What follows belongs to an exercise in optimizing a design on an open flow for small area, a short achievable clock period and few clock cycles per item; a production flow would make more cautious choices.
In this exercise RTL edits were held to simulation tests only and were not proved equivalent to the original.
Power is estimated from default activity; no workload was simulated.

==> run a <==
==> flow/design.v <==
module result_requant_wb #(
  parameter int ADDRESSSIZE    = 10,
  parameter int MATRIX_SIZE    = 32,
  parameter int PARTIAL_SUM_BW = 24,
  parameter int DATA_BW        = 8
) (
  input  logic                                clk,
  input  logic                                rstn,
  input  logic                                start,
  input  logic [ADDRESSSIZE-1:0]              src_addr,
  input  logic [ADDRESSSIZE-1:0]              dst_addr,
  input  logic [ADDRESSSIZE:0]                num_rows,
  input  logic [3:0]                          shift,
  input  logic                                relu_en,
  output logic                                busy,
  output logic                                done,
  output logic                                res_rd_en,
  output logic [ADDRESSSIZE-1:0]              res_rd_addr,
  input  logic [PARTIAL_SUM_BW*MATRIX_SIZE-1:0] res_rd_data,
  output logic                                ub_wr_en,
  output logic [ADDRESSSIZE-1:0]              ub_wr_addr,
  output logic [DATA_BW*MATRIX_SIZE-1:0]      ub_wr_data,
  input  logic                                ub_wr_ready
);
  localparam int PSB = PARTIAL_SUM_BW;
  logic                           r_job;       
  logic                           r_zero;      
  logic                           r_rd_more;   
  logic [ADDRESSSIZE:0]           r_rd_left;   
  logic [ADDRESSSIZE-1:0]         r_rd_addr;   
  logic                           r_s_valid;   
  logic                           r_s_last;    
  logic                           r_o_valid;   
  logic                           r_o_last;    
  logic [ADDRESSSIZE-1:0]         r_o_addr;
  logic [DATA_BW*MATRIX_SIZE-1:0] r_o_data;
  logic                           r_relu_en;
  logic [3:0]                     r_sa;        
  logic [3:0]                     r_sb;        
  logic [2:0]                     r_lm;        
  logic [DATA_BW*MATRIX_SIZE-1:0] w_quant;
  logic w_free;      
  logic w_move;      
  logic w_rd;        
  logic w_done;
  logic w_accept;    
  logic w_nz;
  logic r_alive;     
  logic w_ol;        
  logic w_rd0;       
  assign w_ol  = r_o_valid & r_o_last;
  assign w_rd0 = r_rd_more & ~(r_s_valid & r_o_valid);
  assign w_free   = ~r_o_valid | ub_wr_ready;
  assign w_move   = r_s_valid & w_free;
  assign w_rd     = ub_wr_ready ? r_rd_more : w_rd0;
  assign w_done   = ub_wr_ready ? (r_zero | w_ol) : r_zero;
  assign busy     = ub_wr_ready ? (r_job & ~w_ol) : r_job;
  assign done     = w_done;
  assign w_accept = start & ~busy;
  assign w_nz     = |num_rows;
  assign res_rd_en   = ub_wr_ready ? ((r_alive & (~r_job | w_ol)) | r_rd_more) :
                                     ((r_alive & ~r_job) | w_rd0);
  assign res_rd_addr = r_rd_more ? r_rd_addr : src_addr;
  assign ub_wr_en    = r_o_valid;
  assign ub_wr_addr  = r_o_addr;
  assign ub_wr_data  = r_o_data;
  always_ff @(posedge clk or negedge rstn) begin
    if (!rstn) begin
      r_alive   <= 1'b0;
      r_job     <= 1'b0;
      r_zero    <= 1'b0;
      r_rd_more <= 1'b0;
      r_s_valid <= 1'b0;
      r_o_valid <= 1'b0;
    end else begin
      r_alive <= 1'b1;
      if (w_move) begin
        r_o_valid <= 1'b1;
      end else if (ub_wr_ready) begin
        r_o_valid <= 1'b0;
      end
      if (w_accept) begin
        r_job     <= w_nz;
        r_zero    <= ~w_nz;
        r_rd_more <= (num_rows > 1);
        r_s_valid <= w_nz;
      end else begin
        r_zero <= 1'b0;
        if (w_done) r_job <= 1'b0;
        if (w_rd) begin
          r_rd_more <= (r_rd_left != 1);
          r_s_valid <= 1'b1;
        end else if (w_move) begin
          r_s_valid <= 1'b0;
        end
      end
    end
  end
  always_ff @(posedge clk) begin
    if (w_move) begin
      r_o_last <= r_s_last;
      r_o_addr <= r_o_addr + 1'b1;
    end
    if (w_accept) begin
      r_rd_left <= num_rows - 1'b1;
      r_rd_addr <= src_addr + 1'b1;
      r_s_last  <= (num_rows == 1);
      r_o_addr  <= dst_addr - 1'b1;
      r_relu_en <= relu_en;
      for (int i = 0; i < 4; i++) r_sa[i] <= (shift[3:2] == i);
      for (int i = 0; i < 4; i++) r_sb[i] <= (shift[1:0] == i);
      for (int i = 0; i < 3; i++) r_lm[i] <= (shift[1:0] <= i);
    end else if (w_rd) begin
      r_rd_left <= r_rd_left - 1'b1;
      r_rd_addr <= r_rd_addr + 1'b1;
      r_s_last  <= (r_rd_left == 1);
    end
  end
  always_ff @(posedge clk) begin
    if (w_move) r_o_data <= w_quant;
  end
  genvar gi, gk, gj;
  generate
    for (gi = 0; gi < MATRIX_SIZE; gi++) begin : g_lane
      logic [PSB-1:0]     w_x;
      logic               w_neg;
      logic [12:0]        w_v;
      logic [DATA_BW:0]   w_u;
      logic [4:0]         w_lm;
      logic               w_lo_p, w_lo_n, w_hi_p, w_hi_n;
      logic               w_ovf;
      logic [DATA_BW-1:0] w_y;
      logic [DATA_BW-1:0] w_q;
      assign w_x   = res_rd_data[PSB*gi +: PSB];
      assign w_neg = w_x[PSB-1];
      for (gk = 0; gk < 13; gk++) begin : g_s1
        logic [3:0] w_c;    
        for (gj = 0; gj < 4; gj++) begin : g_c
          if (gk + 4*gj == 0)         assign w_c[gj] = 1'b0;
          else if (gk + 4*gj <= PSB)  assign w_c[gj] = w_x[gk + 4*gj - 1];
          else                        assign w_c[gj] = w_neg;
        end
        assign w_v[gk] = |(w_c & r_sa);
      end
      for (gk = 0; gk <= DATA_BW; gk++) begin : g_s2
        assign w_u[gk] = |(w_v[gk +: 4] & r_sb);
      end
      assign w_lm   = {2'b11, r_lm};
      assign w_lo_p = |(w_v[12:8] & w_lm);
      assign w_lo_n = ~&(w_v[12:8] | ~w_lm);
      assign w_hi_p = (r_sa[0] & |w_x[22:12]) | (r_sa[1] & |w_x[22:16]) |
                      (r_sa[2] & |w_x[22:20]);
      assign w_hi_n = (r_sa[0] & ~&w_x[22:12]) | (r_sa[1] & ~&w_x[22:16]) |
                      (r_sa[2] & ~&w_x[22:20]);
      assign w_ovf  = w_neg ? (w_lo_n | w_hi_n) : (w_lo_p | w_hi_p);
      assign w_y = w_u[DATA_BW:1] + w_u[0];
      logic w_rz;
      assign w_rz = r_relu_en & w_neg;
      assign w_q = (w_rz | w_ovf | (~w_neg & w_y[DATA_BW-1])) ? {w_neg & ~w_rz, {(DATA_BW-1){~w_neg}}} : w_y;
      assign w_quant[DATA_BW*gi +: DATA_BW] = w_q;
    end
  endgenerate
endmodule
==> flow/flow/run.sh <==
#!/bin/bash
# Standard layout, with plain buf_1 cells as the port buffers (the resizer
# may still upsize them). Each tool's output goes to its own log file here.
set -euo pipefail
bash standard.sh \
  BUFFER_PORTS_ARGS="-buffer_cell sky130_fd_sc_hd__buf_1" \
  finish > make_finish.log 2>&1
==> flow/standard.sh <==
#!/bin/bash
# synth_recipe.tcl (not shown) runs the flow's synth.tcl, then flattens the netlist and writes it again
# the make line also repeats each setting of config.mk as NAME=value (left out here)
make -C /OpenROAD-flow-scripts/flow DESIGN_CONFIG=/design/flow/config.mk WORK_HOME=/design/flow/orfs CLKGATE_MAP_FILE= SYNTH_SCRIPT=/design/flow/synth_recipe.tcl "${@:-finish}"
==> flow/config.mk <==
export PLATFORM = sky130hd
export DESIGN_NAME = result_requant_wb
export DESIGN_NICKNAME = result_requant_wb
export VERILOG_FILES = /design/flow/design.v
export SDC_FILE = /design/flow/constraint.sdc
export NUM_CORES = 4
export LEC_CHECK = 0
export CAP_MARGIN = 20
export CORE_MARGIN = 2
export CORE_UTILIZATION = 27
export SETUP_SLACK_MARGIN = 4.6
export SLEW_MARGIN = 20
==> flow/constraint.sdc <==
create_clock -name core_clock -period 8.0 [get_ports {clk}]
set_input_delay 1.6000 -clock core_clock [delete_from_list [all_inputs] [get_ports {clk}]]
set_output_delay 1.6000 -clock core_clock [all_outputs]
set_load 0.01 [all_outputs]
==> inputs of run b, as changes to run a <==
==> flow/design.v, changed modules only <==
module result_requant_wb #(
  parameter int ADDRESSSIZE    = 10,
  parameter int MATRIX_SIZE    = 32,
  parameter int PARTIAL_SUM_BW = 24,
  parameter int DATA_BW        = 8
) (
  input  logic                                clk,
  input  logic                                rstn,
  input  logic                                start,
  input  logic [ADDRESSSIZE-1:0]              src_addr,
  input  logic [ADDRESSSIZE-1:0]              dst_addr,
  input  logic [ADDRESSSIZE:0]                num_rows,
  input  logic [3:0]                          shift,
  input  logic                                relu_en,
  output logic                                busy,
  output logic                                done,
  output logic                                res_rd_en,
  output logic [ADDRESSSIZE-1:0]              res_rd_addr,
  input  logic [PARTIAL_SUM_BW*MATRIX_SIZE-1:0] res_rd_data,
  output logic                                ub_wr_en,
  output logic [ADDRESSSIZE-1:0]              ub_wr_addr,
  output logic [DATA_BW*MATRIX_SIZE-1:0]      ub_wr_data,
  input  logic                                ub_wr_ready
);
  localparam int PSB = PARTIAL_SUM_BW;
  logic                           r_job;       
  logic                           r_zero;      
  logic                           r_rd_more;   
  logic [ADDRESSSIZE:0]           r_rd_left;   
  logic [ADDRESSSIZE-1:0]         r_rd_addr;   
  logic                           r_s_valid;   
  logic                           r_s_last;    
  logic                           r_o_valid;   
  logic                           r_o_last;    
  logic [ADDRESSSIZE-1:0]         r_o_addr;
  logic [DATA_BW*MATRIX_SIZE-1:0] r_o_data;
  logic                           r_relu_en;
  logic [3:0]                     r_sa;        
  logic [3:0]                     r_sb;        
  logic [2:0]                     r_lm;        
  logic [DATA_BW*MATRIX_SIZE-1:0] w_quant;
  logic w_free;      
  logic w_move;      
  logic w_rd;        
  logic w_done;
  logic w_accept;    
  logic w_nz;
  logic r_rd_en1;    
  logic r_rd_en0;    
  logic r_ol;        
  logic n_job, n_zero, n_rd_more, n_s_valid, n_o_valid, n_o_last;
  assign w_free   = ~r_o_valid | ub_wr_ready;
  assign w_move   = r_s_valid & w_free;
  assign w_rd     = r_rd_more & (~r_s_valid | w_free);
  assign w_done   = r_zero | (ub_wr_ready & r_ol);
  assign busy     = r_job & ~(ub_wr_ready & r_ol);
  assign done     = w_done;
  assign w_accept = start & ~busy;
  assign w_nz     = |num_rows;
  assign res_rd_en   = r_rd_en0 | (ub_wr_ready & r_rd_en1);
  assign res_rd_addr = r_rd_more ? r_rd_addr : src_addr;
  assign ub_wr_en    = r_o_valid;
  assign ub_wr_addr  = r_o_addr;
  assign ub_wr_data  = r_o_data;
  always_comb begin
    n_o_valid = w_move ? 1'b1 : (ub_wr_ready ? 1'b0 : r_o_valid);
    n_o_last  = w_move ? r_s_last : r_o_last;
    if (w_accept) begin
      n_job     = w_nz;
      n_zero    = ~w_nz;
      n_rd_more = (num_rows > 1);
      n_s_valid = w_nz;
    end else begin
      n_job     = r_job & ~w_done;
      n_zero    = 1'b0;
      n_rd_more = w_rd ? (r_rd_left != 1) : r_rd_more;
      n_s_valid = w_rd ? 1'b1 : (w_move ? 1'b0 : r_s_valid);
    end
  end
  always_ff @(posedge clk or negedge rstn) begin
    if (!rstn) begin
      r_job     <= 1'b0;
      r_zero    <= 1'b0;
      r_rd_more <= 1'b0;
      r_s_valid <= 1'b0;
      r_o_valid <= 1'b0;
      r_rd_en1  <= 1'b0;
      r_rd_en0  <= 1'b0;
      r_ol      <= 1'b0;
    end else begin
      r_job     <= n_job;
      r_zero    <= n_zero;
      r_rd_more <= n_rd_more;
      r_s_valid <= n_s_valid;
      r_o_valid <= n_o_valid;
      r_rd_en1  <= ~n_job | (n_o_valid & n_o_last) | n_rd_more;
      r_rd_en0  <= ~n_job | (n_rd_more & ~(n_s_valid & n_o_valid));
      r_ol      <= n_o_valid & n_o_last;
    end
  end
  always_ff @(posedge clk) begin
    if (w_move) begin
      r_o_last <= r_s_last;
      r_o_addr <= r_o_addr + 1'b1;
    end
    if (w_accept) begin
      r_rd_left <= num_rows - 1'b1;
      r_rd_addr <= src_addr + 1'b1;
      r_s_last  <= (num_rows == 1);
      r_o_addr  <= dst_addr - 1'b1;
      r_relu_en <= relu_en;
      for (int i = 0; i < 4; i++) r_sa[i] <= (shift[3:2] == i);
      for (int i = 0; i < 4; i++) r_sb[i] <= (shift[1:0] == i);
      for (int i = 0; i < 3; i++) r_lm[i] <= (shift[1:0] <= i);
    end else if (w_rd) begin
      r_rd_left <= r_rd_left - 1'b1;
      r_rd_addr <= r_rd_addr + 1'b1;
      r_s_last  <= (r_rd_left == 1);
    end
  end
  always_ff @(posedge clk) begin
    if (w_move) r_o_data <= w_quant;
  end
  genvar gi, gk, gj;
  generate
    for (gi = 0; gi < MATRIX_SIZE; gi++) begin : g_lane
      logic [PSB-1:0]     w_x;
      logic               w_neg;
      logic [12:0]        w_v;
      logic [DATA_BW:0]   w_u;
      logic [4:0]         w_lm;
      logic               w_lo_p, w_lo_n, w_hi_p, w_hi_n;
      logic               w_ovf;
      logic [DATA_BW-1:0] w_y;
      logic [DATA_BW-1:0] w_q;
      assign w_x   = res_rd_data[PSB*gi +: PSB];
      assign w_neg = w_x[PSB-1];
      for (gk = 0; gk < 13; gk++) begin : g_s1
        logic [3:0] w_c;    
        for (gj = 0; gj < 4; gj++) begin : g_c
          if (gk + 4*gj == 0)         assign w_c[gj] = 1'b0;
          else if (gk + 4*gj <= PSB)  assign w_c[gj] = w_x[gk + 4*gj - 1];
          else                        assign w_c[gj] = w_neg;
        end
        assign w_v[gk] = |(w_c & r_sa);
      end
      for (gk = 0; gk <= DATA_BW; gk++) begin : g_s2
        assign w_u[gk] = |(w_v[gk +: 4] & r_sb);
      end
      assign w_lm   = {2'b11, r_lm};
      assign w_lo_p = |(w_v[12:8] & w_lm);
      assign w_lo_n = ~&(w_v[12:8] | ~w_lm);
      assign w_hi_p = (r_sa[0] & |w_x[22:12]) | (r_sa[1] & |w_x[22:16]) |
                      (r_sa[2] & |w_x[22:20]);
      assign w_hi_n = (r_sa[0] & ~&w_x[22:12]) | (r_sa[1] & ~&w_x[22:16]) |
                      (r_sa[2] & ~&w_x[22:20]);
      assign w_ovf  = w_neg ? (w_lo_n | w_hi_n) : (w_lo_p | w_hi_p);
      assign w_y = w_u[DATA_BW:1] + w_u[0];
      logic w_rz;
      assign w_rz = r_relu_en & w_neg;
      assign w_q = (w_rz | w_ovf | (~w_neg & w_y[DATA_BW-1])) ? {w_neg & ~w_rz, {(DATA_BW-1){~w_neg}}} : w_y;
      assign w_quant[DATA_BW*gi +: DATA_BW] = w_q;
    end
  endgenerate
endmodule
--- a/flow/config.mk
+++ b/flow/config.mk
@@ -6,7 +6,8 @@
 export NUM_CORES = 4
 export LEC_CHECK = 0
 export CAP_MARGIN = 20
-export CORE_MARGIN = 2
-export CORE_UTILIZATION = 27
-export SETUP_SLACK_MARGIN = 4.6
+export CORE_AREA = 5 5 475 195
+export CTS_BUF_LIST = sky130_fd_sc_hd__clkbuf_8
+export DIE_AREA = 0 0 480 200
+export SETUP_SLACK_MARGIN = 4.45
 export SLEW_MARGIN = 20
==> results.txt <==
| metric | run a | run b |
|---|---|---|
| Result of the run | finished clean | finished clean |
| DRT met1 WL | 82.22 mm | 79.76 mm |
| Global routing usage on met1 | 0.3319 | 0.5008 |
| Total core area | 139900 um2 | 88150 um2 |
| Number of tap cells added at floorplan | 1876 | 1207 |
| Xor and xnor fraction of the mapped netlist area | 0.05125 | 0.05125 |
| Multiplexer share of the synthesized area | 0.006829 | 0.006726 |
| Post-route clock period utilization | 0.4718 | 0.4618 |
| Register fraction of the total cell area | 0.1916 | 0.2050 |
| Fraction of the yosys area taken by sequential cells | 0.2403 | 0.2436 |
| Adder-cell share of the synthesized area | 0.02331 | 0.02352 |
| Fraction of synthesized cell area taken by the top area cell type | 0.2364 | 0.2377 |
| Power in the clock group | 0.00198 W | 0.00168 W |
| Relative slew margins | 0.3291 | 0.2622 |
| GP Congestion | 0.9871 | 1.046 |
| Leakage power total | 16.11 nW | 15.38 nW |
| Multi-In Gates | 3977 | 3973 |
| Number of antenna violations at the first check in global routing | 73 | 84 |
| Clk Latency, worst-skew pair | 0.61 ns | 0.72 ns |
Testbench counts of run a, summed over its fixed seeds: cycles 7,049, rows 6,022.
Testbench counts of run b, summed over its fixed seeds: cycles 7,049, rows 6,022.

-- separate check: timing with driven ports --
The flow's constraints put no driver on any port. The routed layouts listed below were extracted and timed again, unchanged, in two steps. Step 1: set_driving_cell puts a clkbuf_16 on clk and a buf_2 on each other input, an assumption about the parent block. Step 2, shift: input delay + t, output delay - t, t = (earliest + latest rising clock arrival at the registers) / 2. This alone moves slack from input paths to output paths. Slacks: ideal / step 1 / step 2; pairs: ideal / step 1.
run	t, ns	slack for setup (ns)	worst data-port slew with drivers (ns)
run a	0.671	4.226 / 4.184 / 3.946	0.42
run b	0.771	4.305 / 4.263 / 3.808	0.16
After both steps every run listed still meets setup and hold. For run b, which loses most, drivers alone change the setup slack by -0.042 ns; drivers and shift together by -0.497 ns.
